From an optimization exercise on the open Yosys and OpenROAD flow, aimed at small area, a short achievable clock period and few clock cycles; shortcuts taken in it are not production practice. No run shown here included a check of the RTL's function; only the layout flow was run. No activity file was given, so power comes from the tool's default toggle rates.

==> flow/design.v, too long to show whole: its modules and the start of the top module <==
// module systolic_ws_stream: 3633 lines
// module ws_fa: 10 lines
// module ws_ha: 9 lines
module systolic_ws_stream (
    input  logic        clk,
    input  logic        rst,
    input  logic        start_i,
    input  logic        reuse_w_i,
    input  logic        w_valid_i,
    input  logic [31:0] w_data_i,
    output logic        w_ready_o,
    input  logic        a_valid_i,
    input  logic [31:0] a_data_i,
    input  logic        a_last_i,
    output logic        a_ready_o,
    output logic        o_valid_o,
    output logic [71:0] o_data_o,
    output logic        busy_o,
    output logic        done_o
);
  // ...
==> flow/run.sh <==
#!/bin/bash
# synth_recipe.tcl (not shown) runs the flow's synth.tcl, then flattens the netlist and writes it again
# the make line also repeats each setting of config.mk as NAME=value (left out here)
make -C /OpenROAD-flow-scripts/flow DESIGN_CONFIG=/design/flow/config.mk WORK_HOME=/design/flow/orfs CLKGATE_MAP_FILE= SYNTH_SCRIPT=/design/flow/synth_recipe.tcl finish
==> flow/config.mk <==
export PLATFORM = sky130hd
export DESIGN_NAME = systolic_ws_stream
export DESIGN_NICKNAME = systolic_ws_stream
export VERILOG_FILES = /design/flow/design.v
export SDC_FILE = /design/flow/constraint.sdc
export NUM_CORES = 4
export LEC_CHECK = 0
export CAP_MARGIN = 20
export CORE_MARGIN = 2
export CORE_UTILIZATION = 40
export SETUP_SLACK_MARGIN = 4.5
export SLEW_MARGIN = 20
export SYNTH_HIERARCHICAL = 1
==> flow/constraint.sdc <==
create_clock -name core_clock -period 7.0 [get_ports {clk}]
set_input_delay 1.4000 -clock core_clock [delete_from_list [all_inputs] [get_ports {clk}]]
set_output_delay 1.4000 -clock core_clock [all_outputs]
set_load 0.01 [all_outputs]
==> summary.txt, run 1 <==
CP max stage delay: 0.55 ns
Ordered list of cells on the worst path: clkinvlp_4 -> o22ai_2 -> xnor2_2 -> fa_1 -> fa_1 -> fa_1
Hold wc startpoint: cut1c1_p0_1_q
Power share of the sequential group: 48.7%
Post-CTS Setup Inserts: 138
Outcome: no timing/DRC/antenna violations
Worst skew pair latency: 0.66 ns
Biggest regs: wgt_q (128), oData_q (72)
Met3 Track Usage GR: 5.884%
Asr flop ratio synth: 2.154%
Most Crowded Layer GR: met2
Layout clock buffer count: 104
Post-CTS sizing: 709
TritonRoute pass-1 iters: 6
Clock skew: 0.03653 ns
Synth top area cells: fa_1, dfxtp_1, xnor2_1
Logic pwr share: 0.8%
Largest net degree at the start of global routing: 66
Total gr overflow: 0
Worst hold slack: 0.3239 ns
Wire length per cell: 23.19 um
CTS tree: done
Clock group: 0.00392 W
Largest family of logic cells by synthesized area: adder cells
Core Footprint: 0.09657 mm2
Gr usage total: 22.32%
CP Launch Type: flop
Netlist cell types: 58
==> run 2, diff against run 1 <==
--- a/flow/config.mk
+++ b/flow/config.mk
@@ -9,5 +9,4 @@
 export CORE_MARGIN = 2
 export CORE_UTILIZATION = 40
-export SETUP_SLACK_MARGIN = 4.5
 export SLEW_MARGIN = 20
 export SYNTH_HIERARCHICAL = 1
==> summary.txt, run 2 <==
Outcome: no timing/DRC/antenna violations
Achievable Freq: 312.0 MHz
WS Path Type: reg2reg
Final WL: 106.6 mm
Biggest regs: wgt_q (128), oData_q (72)
Area growth syn-to-layout: 12.22%
Prevailing post-synth register cell: dfxtp_1
Syn_area_per_cell: 12.07 um2
CTS Buf Count: 71
Launch point of the worst path: one_q[1]
Final setup fails: 0
Synthesized net count: 3939
Critical Path RT: 7.51 ns
FF+latch count, synth: 650
Slew HR: 22.63%
Number of antenna violations at the first check in global routing: 9
Worst skew pair latency: 0.65 ns (about the same)
CTS sink cnt: 650
Nets: 3969
Critical Path Sink: cut1c0_p11_3_q
TritonRoute pass-1 iters: 5 (-1)
Fin crit share: 45.78%
Global-route wire length before repair: 162.7 mm
Reg2reg start: one_q[1]
Power share of the sequential group: 49.4% (+0.7 points)
Netlist cell types: 58 (unchanged)
Top Ports: 148
Cell with the most instances after synthesis: xnor2_1
Core Footprint: 0.09657 mm2 (unchanged)
GPL Wtd Cong: 0.8650
CP Launch Type: flop
# port buffers: 147
P_leak: 17.99 nW
Hold wc startpoint: cut1c3_p1_0_q
Clock Power Share: 49.8%
Dpl hpwl: 77.32 mm
Worst slew pin tran: 1.159 ns
Peak supply drop: 0.0001708 V
Delay-heaviest family, CP: adder cells
Fin. max-slew vios: 0
Gr usage total: 21.67% (-0.65 points)
H-tree levels: 3
Most frequent cells in the layout: xnor2_1, fa_1, dfxtp_1
Levels on crit path: 5
Switching Share: 21.32%
Largest reg by FF count: wgt_q
Post-synth EDFFs: 128
Setup crit end kind: flop
Critical path arrival: 3.71 ns
Reg2reg path depth: 5
Root buffer cell: clkbuf_16
Worst-path clk slew: 0.06 ns
Cell row count: 114
Cell area power density: 176.3 mW/mm2
Total gr overflow: 0 (unchanged)
Final Core Density: 45.25%
Critical R2R Capture: cut1c0_p11_3_q
HP Class: reg2reg
Maximum fanout along the worst path: 18
Initial Util: 40.32%
1st-iter DRT viols: 2608
Yosys warns: 21
Ordered list of cells on the worst path: o21ai_0 -> xor2_1 -> fa_1 -> fa_1 -> fa_1
Share of the synthesized area in the top cell type: 27.35%
Post-CTS sizing: 0 (-100%)
Clock skew: 0.03559 ns (-0.0009486 ns)
Top cells by count, synth: xnor2_1, fa_1, dfxtp_1, o22ai_1, a22oi_1
CTS tree: done
Final min period: 3.205 ns
Asr flop ratio synth: 2.154% (unchanged)
Setup Total Neg Slack: 0 ns
RSZ-0062 raised after global routing: false
Die ar.: 0.09986 mm2
Reg2Reg Setup Slack: 3.80 ns
CP max stage delay: 1.03 ns (+0.48 ns)
Cts hold-fix bufs: 0
Number of remaining DRC errors: 0
Sw power: 0.001643 W
Area of the mapped netlist: 0.03894 mm2
CTS Buffer Depth: 3
Max_cap viols: 0
Sequential element share of the synthesized area: 36.89%
CP max stage cell: dfxtp_1
Cells after Synth: 3227
Vias in the first global route: 26090
Most frequent CP cell: fa_1
Routed vias: 24918
Post-synth top area cell: fa_1
Synth top area cells: fa_1, dfxtp_1, xnor2_1
Number of flip-flops under the largest register name: 128
Routed Antenna Nets: 0
Die Y: 316 um
Vias per inst: 5.426
Logic pwr share: 0.8% (about the same)
Layout cell share with drive strength beyond 1: 5.339%
Crit path buf inv count: 0
Fin. Hold Viols: 0
Die X: 316 um
Wire length per cell: 23.21 um (+0.12%)
Post-CTS Setup Inserts: 0 (-100%)
Largest net degree at the start of global routing: 90 (+36%)
Pint: 0.006062 W
Commonest non-fill, non-tap cell in the layout: xnor2_1
-- run 2: cell counts after synthesis --
No cell type changed its count.
-- run 2: worst min-delay path by stage --
stage | to | depth (start not counted)
final | cut2c3_p1_0_q | 0
after detailed placement | cut2c3_p1_0_q | 0
after global routing | cut2c1_p0_0_q | 0
after floorplan | cut2c0_p0_0_q | 0
after global placement | cut2c3_p0_1_q | 0
after CTS | cut2c3_p1_0_q | 0
-- run 2: cell families (layout without fill, tap and decap cells) --
kind of cell             Yosys count  in the layout  share of synthesized area, %
adder cells (fa/ha/maj)          641            641                         30.85
AND/OR/NAND/NOR                  280            280                         3.229
other                              0              1                             0
buffers and inverters            425            513                         4.415
XOR/XNOR                         641            641                         14.42
multiplexers                       3              3                       0.08033
AO/OA/AOI/OAI                    587            587                         10.11
flip-flops                       650            650                         36.89
-- run 2: per-layer routing --
metal  up-vias  share of wire (%)  track usage (%)
li1      10825                  -                -
met3       241                 10            5.772
met2      1318                 42            31.21
met1     12520                 44            31.59
met4        14                2.9            7.098
met5         -              0.083                0
-- run 2: cell type report --
| cell class | count | area (um2) |
|---|---|---|
| inverter | 200 | 755.7 |
| clock buffer | 93 | 1941 |
| timing repair buffer | 182 | 1734 |
| tap | 1276 | 1597 |
| antenna | 1 | 2.502 |
| fill | 8751 | 52870 |
| sequential | 650 | 14370 |
| clock inverter | 38 | 445.4 |
| multi-input combinational | 2152 | 22850 |
-- run 2: Yosys stat by module (local to each module, per instance) --
module / flops+latches / times used / cell area (um2) / cells inside
ws_ha: 0 / 24 / 12.51 / 1
ws_fa: 0 / 532 / 20.02 / 1
systolic_ws_stream: 650 / 1 / 27990 / 2671
-- run 2: power by group through the flow --
stage               Combinational [W]  Clock (W)  Sequential [W]
detailed placement          0.0000638          0         0.00389
floorplan                   0.0000104          0         0.00389
CTS                         0.0000640    0.00395         0.00380
finish                      0.0000635    0.00384         0.00380
global placement            0.0000629          0         0.00389
global route                0.0000694    0.00409         0.00380
-- run 2: through the flow --
stage                     total power (W)  cell area, um2  instances  hold WS [ns]  setup WS, ns
after global placement           0.003950           41310       4460        0.3118         3.259
after floorplan                  0.003897           38940       3227        0.3096         2.442
after global routing             0.007957           43690       4591        0.3309         3.719
final                            0.007705           43700       4592        0.3259         3.795
after CTS                        0.007814           43690       4591        0.3262         3.867
after detailed placement         0.003950           41310       4460        0.3121         3.231
==> run 3, diff against run 2 <==
--- a/flow/config.mk
+++ b/flow/config.mk
@@ -9,4 +9,5 @@
 export CORE_MARGIN = 2
 export CORE_UTILIZATION = 40
+export SETUP_SLACK_MARGIN = 4.0
 export SLEW_MARGIN = 20
 export SYNTH_HIERARCHICAL = 1
==> summary.txt, run 3 <==
WS Path Type: reg2reg
Outcome: no timing/DRC/antenna violations
1st-iter DRT viols: 2606 (-0.077%)
HP Class: reg2reg
Largest net degree at the start of global routing: 48 (-47%)
Critical R2R Capture: cut1c2_p9_4_q
Achievable Freq: 336.6 MHz (+7.9%)
Synth top area cells: fa_1, dfxtp_1, xnor2_1
Clock Power Share: 49.7% (about the same)
Die X: 316 um (unchanged)
Peak supply drop: 0.0001911 V (+12%)
Switching Share: 21.64% (+0.32 points)
Ordered list of cells on the worst path: o22ai_1 -> xnor2_1 -> fa_1 -> fa_1 -> fa_1
CTS Buffer Depth: 3 (unchanged)
Sw power: 0.001665 W (+1.4%)
Final setup fails: 0 (unchanged)
Critical path arrival: 3.48 ns (-0.23 ns)
Top Ports: 148 (unchanged)
Logic pwr share: 0.8% (about the same)
FILL cells: 8794 (+0.49%)
CP Launch Type: flop
Setup crit end kind: flop
GPL Wtd Cong: 0.8665 (+0.17%)
Routed vias: 25111 (+0.77%)
Vias in the first global route: 26467 (+1.4%)
Routed Antenna Nets: 0 (unchanged)
Clock skew: 0.03308 ns (-0.002503 ns)
H-tree levels: 3 (unchanged)
Cell area power density: 175.4 mW/mm2 (-0.50%)
Crit path buf inv count: 0 (unchanged)
Critical Path RT: 7.51 ns (about the same)
Number of flip-flops under the largest register name: 128 (unchanged)
Most frequent cells in the layout: xnor2_1, fa_1, dfxtp_1
CP max stage cell: dfxtp_1
CP max stage delay: 0.90 ns (-0.13 ns)
Launch point of the worst path: twoN_q[7]
Critical Path Sink: cut1c2_p9_4_q
Total gr overflow: 0 (unchanged)
Number of antenna violations at the first check in global routing: 12 (+3)
Reg2Reg Setup Slack: 4.03 ns (+0.23 ns)
Number of remaining DRC errors: 0 (unchanged)
Wire length per cell: 23.39 um (+0.77%)
Final min period: 2.970 ns (-0.2342 ns)
Area of the mapped netlist: 0.03894 mm2 (unchanged)
Dpl hpwl: 77.67 mm (+0.45%)
Sequential element share of the synthesized area: 36.89% (unchanged)
Post-synth EDFFs: 128 (unchanged)
Core Footprint: 0.09657 mm2 (unchanged)
Largest reg by FF count: wgt_q
CTS Buf Count: 71 (unchanged)
Top cells by count, synth: xnor2_1, fa_1, dfxtp_1, o22ai_1, a22oi_1
Yosys warns: 21 (unchanged)
Final Core Density: 45.42% (+0.17 points)
Nets: 3975 (+0.15%)
TritonRoute pass-1 iters: 6 (+1)
P_leak: 18.09 nW (+0.57%)
Share of the synthesized area in the top cell type: 27.35% (unchanged)
Prevailing post-synth register cell: dfxtp_1
Final WL: 107.5 mm (+0.88%)
Slew HR: 39.64% (+17 points)
FF+latch count, synth: 650 (unchanged)
Most frequent CP cell: fa_1
Post-CTS Setup Inserts: 0 (unchanged)
Die ar.: 0.09986 mm2 (unchanged)
Vias per inst: 5.462 (+0.66%)
Total design power: 0.007695 W (-0.12%)
Layout cell share with drive strength beyond 1: 7.229% (+1.9 points)
Biggest regs: wgt_q (128), oData_q (72)
Hold Path Cell Cnt: 0 (unchanged)
Fin. max-slew vios: 0 (unchanged)
Worst slew pin tran: 0.9042 ns (-0.2548 ns)
Netlist cell types: 58 (unchanged)
Initial Util: 40.32% (unchanged)
Delay-heaviest family, CP: adder cells
Pint: 0.006030 W (-0.53%)
Reg2reg start: twoN_q[7]
Levels on crit path: 5 (unchanged)
Syn_area_per_cell: 12.07 um2 (unchanged)
# port buffers: 147 (unchanged)
Gr usage total: 21.82% (+0.15 points)
CTS tree: done
Synthesized net count: 3939 (unchanged)
Post-synth top area cell: fa_1
Cts hold-fix bufs: 0 (unchanged)
Max_cap viols: 0 (unchanged)
Multi-input logic area: 0.02287 mm2 (about the same)
Power share of the sequential group: 49.4% (about the same)
Cells after Synth: 3227 (unchanged)
Root buffer cell: clkbuf_16
Global-route wire length before repair: 163.9 mm (+0.71%)
Commonest non-fill, non-tap cell in the layout: xnor2_1
Area growth syn-to-layout: 12.65%
Die Y: 316 um (unchanged)
Fin. Hold Viols: 0 (unchanged)
Asr flop ratio synth: 2.154% (unchanged)
Cell with the most instances after synthesis: xnor2_1
RSZ-0062 raised after global routing: false
Setup Total Neg Slack: 0 ns (unchanged)
Fin crit share: 42.44% (-3.3 points)
Worst skew pair latency: 0.66 ns (about the same)
Register area: 0.01443 mm2 (+0.45%)
CTS sink cnt: 650 (unchanged)
Worst-path clk slew: 0.07 ns (about the same)
Reg2reg path depth: 5 (unchanged)
Cell row count: 114 (unchanged)
Maximum fanout along the worst path: 15 (-3)
run 3: cell counts after synthesis:
Identical to the previous run, type by type.
run 3: worst min-delay path by stage:
stage | start | to | slack (ns)
after floorplan | cut1c0_p0_0_q | cut2c0_p0_0_q | 0.31
final | cut1c3_p0_0_q | cut2c3_p0_0_q | 0.32
after global placement | cut1c3_p0_1_q | cut2c3_p0_1_q | 0.31
after CTS | cut1c3_p0_0_q | cut2c3_p0_0_q | 0.32
after detailed placement | cut1c0_p1_0_q | cut2c0_p1_0_q | 0.31
after global routing | cut1c0_p0_1_q | cut2c0_p0_1_q | 0.33
run 3: cell type report:
class                           instances  share of cell area [%]
Antenna cell                            1                0.005705
Clock buffer                           91                   4.573
Clock inverter                         39                  0.9471
Inverter                              200                   1.720
Multi-Input combinational cell       2152                   52.14
Sequential cell                       650                   32.90
Tap cell                             1276                   3.640
Timing Repair Buffer                  187                   4.054
Timing Repair inverter                  1                 0.01712
run 3: cells by family after synthesis:
kind of cell,Yosys count,synth area share [%]
flip-flops,650,36.89
XOR/XNOR,641,14.42
adder cells (fa/ha/maj),641,30.85
AO/OA/AOI/OAI,587,10.11
buffers and inverters,425,4.415
AND/OR/NAND/NOR,280,3.229
multiplexers,3,0.08033
run 3: per-module statistics from Yosys (local to each module, per instance):
module / flip-flops and latches / cells inside / cell area, um2 / copies in the design
ws_ha: 0 / 1 / 12.51 / 24
ws_fa: 0 / 1 / 20.02 / 532
systolic_ws_stream: 650 / 2671 / 27990 / 1
run 3: power by group through the flow:
| stage | combinational (W) | sequential (W) | clock (W) |
|---|---|---|---|
| floorplan | 0.0000104 | 0.00389 | 0 |
| global placement | 0.0000628 | 0.00389 | 0 |
| detailed placement | 0.0000637 | 0.00389 | 0 |
| CTS | 0.0000639 | 0.00380 | 0.00392 |
| global route | 0.0000692 | 0.00380 | 0.00407 |
| finish | 0.0000636 | 0.00380 | 0.00383 |
run 3: stage by stage:
stage                     instances  setup WS [ns]  cell area (um2)  hold slack (ns)
after floorplan                3227          3.258            38960           0.3096
after CTS                      4596          3.800            43800           0.3220
after detailed placement       4465          3.007            41360           0.3121
after global placement         4465          3.007            41360           0.3114
after global routing           4596          4.007            43860           0.3302
final                          4597          4.030            43860           0.3239
run 3: metal layers:
layer,global-route usage (%),part of all wire (%)
met1,31.82,44
met2,31.87,43
met3,5.392,10
met4,6.818,2.8
met5,0,0.10
run 3: repair_timing:
action | 4_1_cts | 5_1_grt
setup endpoints to repair | 119 | 130
pin swaps | 0 | 0
hold endpoints to repair | 0 | 0
gates cloned | 1 | 0
resized for setup | 16 | 42
==> run 4, diff against run 3 <==
--- a/flow/config.mk
+++ b/flow/config.mk
@@ -9,5 +9,7 @@
 export CORE_MARGIN = 2
 export CORE_UTILIZATION = 40
-export SETUP_SLACK_MARGIN = 4.0
+export CTS_BUF_LIST = sky130_fd_sc_hd__clkbuf_8
+export CTS_CLUSTER_SIZE = 30
+export SETUP_SLACK_MARGIN = 4.5
 export SLEW_MARGIN = 20
 export SYNTH_HIERARCHICAL = 1
==> summary.txt, run 4 <==
Pint: 0.005991 W (-0.64%)
Placed cells: 4468 (+0.067%)
Setup Total Neg Slack: 0 ns (unchanged)
Synth top area cells: fa_1, dfxtp_1, xnor2_1
Number of remaining DRC errors: 0 (unchanged)
Routed vias: 26885 (+7.1%)
Vias per inst: 5.403 (-1.1%)
Area of the mapped netlist: 0.03894 mm2 (unchanged)
GPL Wtd Cong: 0.8623 (-0.48%)
Cell with the most instances after synthesis: xnor2_1
Top cells by count, synth: xnor2_1, fa_1, dfxtp_1, o22ai_1, a22oi_1
Post-route insts no fill: 4976 (+8.2%)
Asr flop ratio synth: 2.154% (unchanged)
Final setup fails: 0 (unchanged)
Sequential element share of the synthesized area: 36.89% (unchanged)
Multi-input logic area: 0.02506 mm2 (+9.6%)
Cells after Synth: 3227 (unchanged)
HP Class: reg2reg
Post-synth EDFFs: 128 (unchanged)
Final min period: 2.719 ns (-0.2518 ns)
CTS Buf Count: 109 (+54%)
Worst skew pair latency: 0.77 ns (+0.11 ns)
# port buffers: 147 (unchanged)
CTS tree: done
Area growth syn-to-layout: 27.42%
Delay-heaviest family, CP: adder cells
Biggest regs: wgt_q (128), oData_q (72)
CTS sink cnt: 650 (unchanged)
Maximum fanout along the worst path: 6 (-9)
Setup crit end kind: flop
Number of flip-flops under the largest register name: 128 (unchanged)
Post-synth top area cell: fa_1
Outcome: no timing/DRC/antenna violations
Layout cell share with drive strength beyond 1: 32.38% (+25 points)
Worst-path clk slew: 0.06 ns (about the same)
Critical Path RT: 7.64 ns (+0.13 ns)
Top Ports: 148 (unchanged)
Total gr overflow: 0 (unchanged)
Gr usage total: 22.41% (+0.59 points)
Nets: 4318 (+8.6%)
Most frequent CP cell: fa_2
Syn_area_per_cell: 12.07 um2 (unchanged)
Fin. max-slew vios: 0 (unchanged)
1st-iter DRT viols: 2513 (-3.6%)
Number of antenna violations at the first check in global routing: 12 (unchanged)
Clock Power Share: 49.8% (about the same)
Register area: 0.01463 mm2 (+1.4%)
Largest net degree at the start of global routing: 130 (+170%)
FF+latch count, synth: 650 (unchanged)
Max_cap viols: 0 (unchanged)
Routed Antenna Nets: 0 (unchanged)
Most frequent cells in the layout: xnor2_1, dfxtp_1, fa_1
Cell area power density: 154.4 mW/mm2 (-12%)
P_leak: 20.66 nW (+14%)
Critical path arrival: 3.36 ns (-0.12 ns)
Final WL: 115.5 mm (+7.4%)
Initial Util: 40.32% (unchanged)
TritonRoute pass-1 iters: 5 (-1)
Clock skew: 0.05183 ns (+0.01875 ns)
CP Launch Type: flop
Die ar.: 0.09986 mm2 (unchanged)
Cell row count: 114 (unchanged)
Prevailing post-synth register cell: dfxtp_1
Vias in the first global route: 27861 (+5.3%)
Switching Share: 21.80% (+0.16 points)
Netlist cell types: 58 (unchanged)
Dpl hpwl: 77.42 mm (-0.32%)
Die Y: 316 um (unchanged)
Global-route wire length before repair: 168.9 mm (+3.1%)
Sw power: 0.001670 W (+0.29%)
FILL cells: 8138 (-7.5%)
Core Footprint: 0.09657 mm2 (unchanged)
RSZ-0062 raised after global routing: true
CP max stage delay: 0.55 ns (-0.35 ns)
Peak supply drop: 0.0001486 V (-22%)
Commonest non-fill, non-tap cell in the layout: xnor2_1
Power share of the sequential group: 49.4% (about the same)
Achievable Freq: 367.8 MHz (+9.3%)
Slew HR: 65.70% (+26 points)
Root buffer cell: clkbuf_8
Fin. Hold Viols: 0 (unchanged)
Yosys warns: 21 (unchanged)
CP max stage cell: fa_2
Die X: 316 um (unchanged)
CTS Buffer Depth: 3 (unchanged)
Fin crit share: 38.84% (-3.6 points)
WS Path Type: reg2reg
Share of the synthesized area in the top cell type: 27.35% (unchanged)
Worst slew pin tran: 0.5139 ns (-0.3903 ns)
Ordered list of cells on the worst path: inv_4 -> buf_4 -> buf_4 -> o22ai_1 -> xnor2_1 -> fa_2 -> fa_2 -> fa_2
Crit path buf inv count: 3 (+3)
Logic pwr share: 0.8% (about the same)
Largest reg by FF count: wgt_q
Wire length per cell: 23.22 um (-0.74%)
H-tree levels: 3 (unchanged)
Synthesized net count: 3939 (unchanged)
==> run 4: cell counts after synthesis <==
No cell type changed its count.
==> run 4: logic make-up after synthesis <==
kind of cell	Yosys count	synth area share, %
DFF	650	36.89
xor gates and xnor gates	641	14.42
adders and majority gates	641	30.85
AOI/OAI and AO/OA	587	10.11
buffers and inverters	425	4.415
and+or+nand+nor	280	3.229
muxes	3	0.08033
==> run 4: power by group through the flow <==
stage	sequential [W]	clock, W	combinational (W)
final	0.00378	0.00381	0.0000625
after global routing	0.00378	0.00408	0.0000676
after CTS	0.00378	0.00392	0.0000628
after detailed placement	0.00389	0	0.0000625
after global placement	0.00389	0	0.0000615
after floorplan	0.00389	0	0.0000104
==> run 4: worst register-to-register path: cells and delay by family, from the launching register on <==
family                     cells  cell delay, ns
adders and majority gates      3            1.39
AOI/OAI and AO/OA              1            0.19
DFF                            1            0.51
xor gates and xnor gates       1            0.14
buffers and inverters          3            0.42
==> run 4: cell type report <==
cell class | count | area share (%)
Antenna cell | 3 | 0.01513
Clock buffer | 128 | 3.551
Clock inverter | 74 | 1.455
Inverter | 200 | 1.778
Multi-Input combinational cell | 2152 | 50.50
Sequential cell | 650 | 29.50
Tap cell | 1276 | 3.218
Timing Repair Buffer | 493 | 9.984
==> run 4: worst paths after layout <==
| path | end | slack [ns] | start | cells after the start |
|---|---|---|---|---|
| max | cut1c3_p4_2_q | 4.28 | wgt_q[3][1] | 8 |
| min | cut2c2_p1_0_q | 0.32 | cut1c2_p1_0_q | 0 |
| max reg2reg | cut1c3_p4_2_q | 4.28 | wgt_q[3][1] | 8 |
| min reg2reg | cut2c2_p1_0_q | 0.32 | cut1c2_p1_0_q | 0 |
| max in group asynchronous | wRdy_q | 5.66 | rst | 2 |
| min in group asynchronous | wCnt_q[1] | 0.97 | rst | 2 |
==> run 4: metrics by stage <==
step           util [%]  instance area (um2)  worst slack, ns  hold WS (ns)  power (W)
2_1_floorplan         -                39180            3.258        0.3096   0.003897
3_3_place_gp      42.86                41390            3.807        0.3125   0.003948
3_5_place_dp      42.86                41390            3.742        0.3128   0.003949
4_1_cts           47.94                46290            4.237        0.3231   0.007763
5_1_grt           51.37                49610            4.246        0.3229   0.007931
6_report          51.38                49610            4.281        0.3201   0.007661
==> run 4: modules after synthesis, one instance, submodules excluded <==
module,cells inside,cell area (um2)
systolic_ws_stream,2671,27990
ws_fa,1,20.02
ws_ha,1,12.51
==> run 4: per-layer routing <==
layer | track usage (%) | vias to the layer above | wire, um
met3 | 5.805 | 324 | 12770
met2 | 32.67 | 1579 | 49620
met4 | 8.100 | 12 | 4071
met1 | 32.08 | 13397 | 49000
li1 | - | 11573 | -
met5 | 0.3314 | - | 76
==> run 4: what timing repair did <==
action                                  CTS  global route
pin swaps                               153           255
endpoints found under the setup margin  264           209
setup buffers                           154           147
resized for setup                       769           421
hold buffers                              0             0
gates cloned                              0             2

==> re-timing with driven ports <==
In the flow no input, the clock included, has a driving cell. The finished layouts below were timed again as built, in two steps.
Step 1 assumes that a clkbuf_16 drives the clock port and a buf_2 every other input.
Step 2, shift: input delay + t, output delay - t, t = (earliest + latest rising clock arrival at the registers) / 2. This alone moves slack from input paths to output paths.
a / b / c = no drivers / after step 1 / after step 2; a / b = the first two.
run | t, ns | slack for setup (ns) | hold slack, ns | slew at the worst register clock pin (ns) | worst data-port slew with drivers (ns)
run 1 | 0.703 | 4.365 / 4.351 / 3.884 | 0.324 / 0.324 / 0.324 | 0.07 / 0.07 | 0.13
run 2 | 0.705 | 3.795 / 3.795 / 3.219 | 0.326 / 0.326 / 0.326 | 0.07 / 0.07 | 0.11
run 3 | 0.704 | 4.030 / 4.000 / 3.382 | 0.324 / 0.324 / 0.324 | 0.07 / 0.07 | 0.14
run 4 | 0.808 | 4.281 / 4.236 / 3.955 | 0.320 / 0.320 / 0.320 | 0.08 / 0.08 | 0.11
After both steps every run listed still meets setup and hold. The setup slack of run 3, which loses most, moves by -0.030 ns with the drivers and by -0.648 ns with both steps.
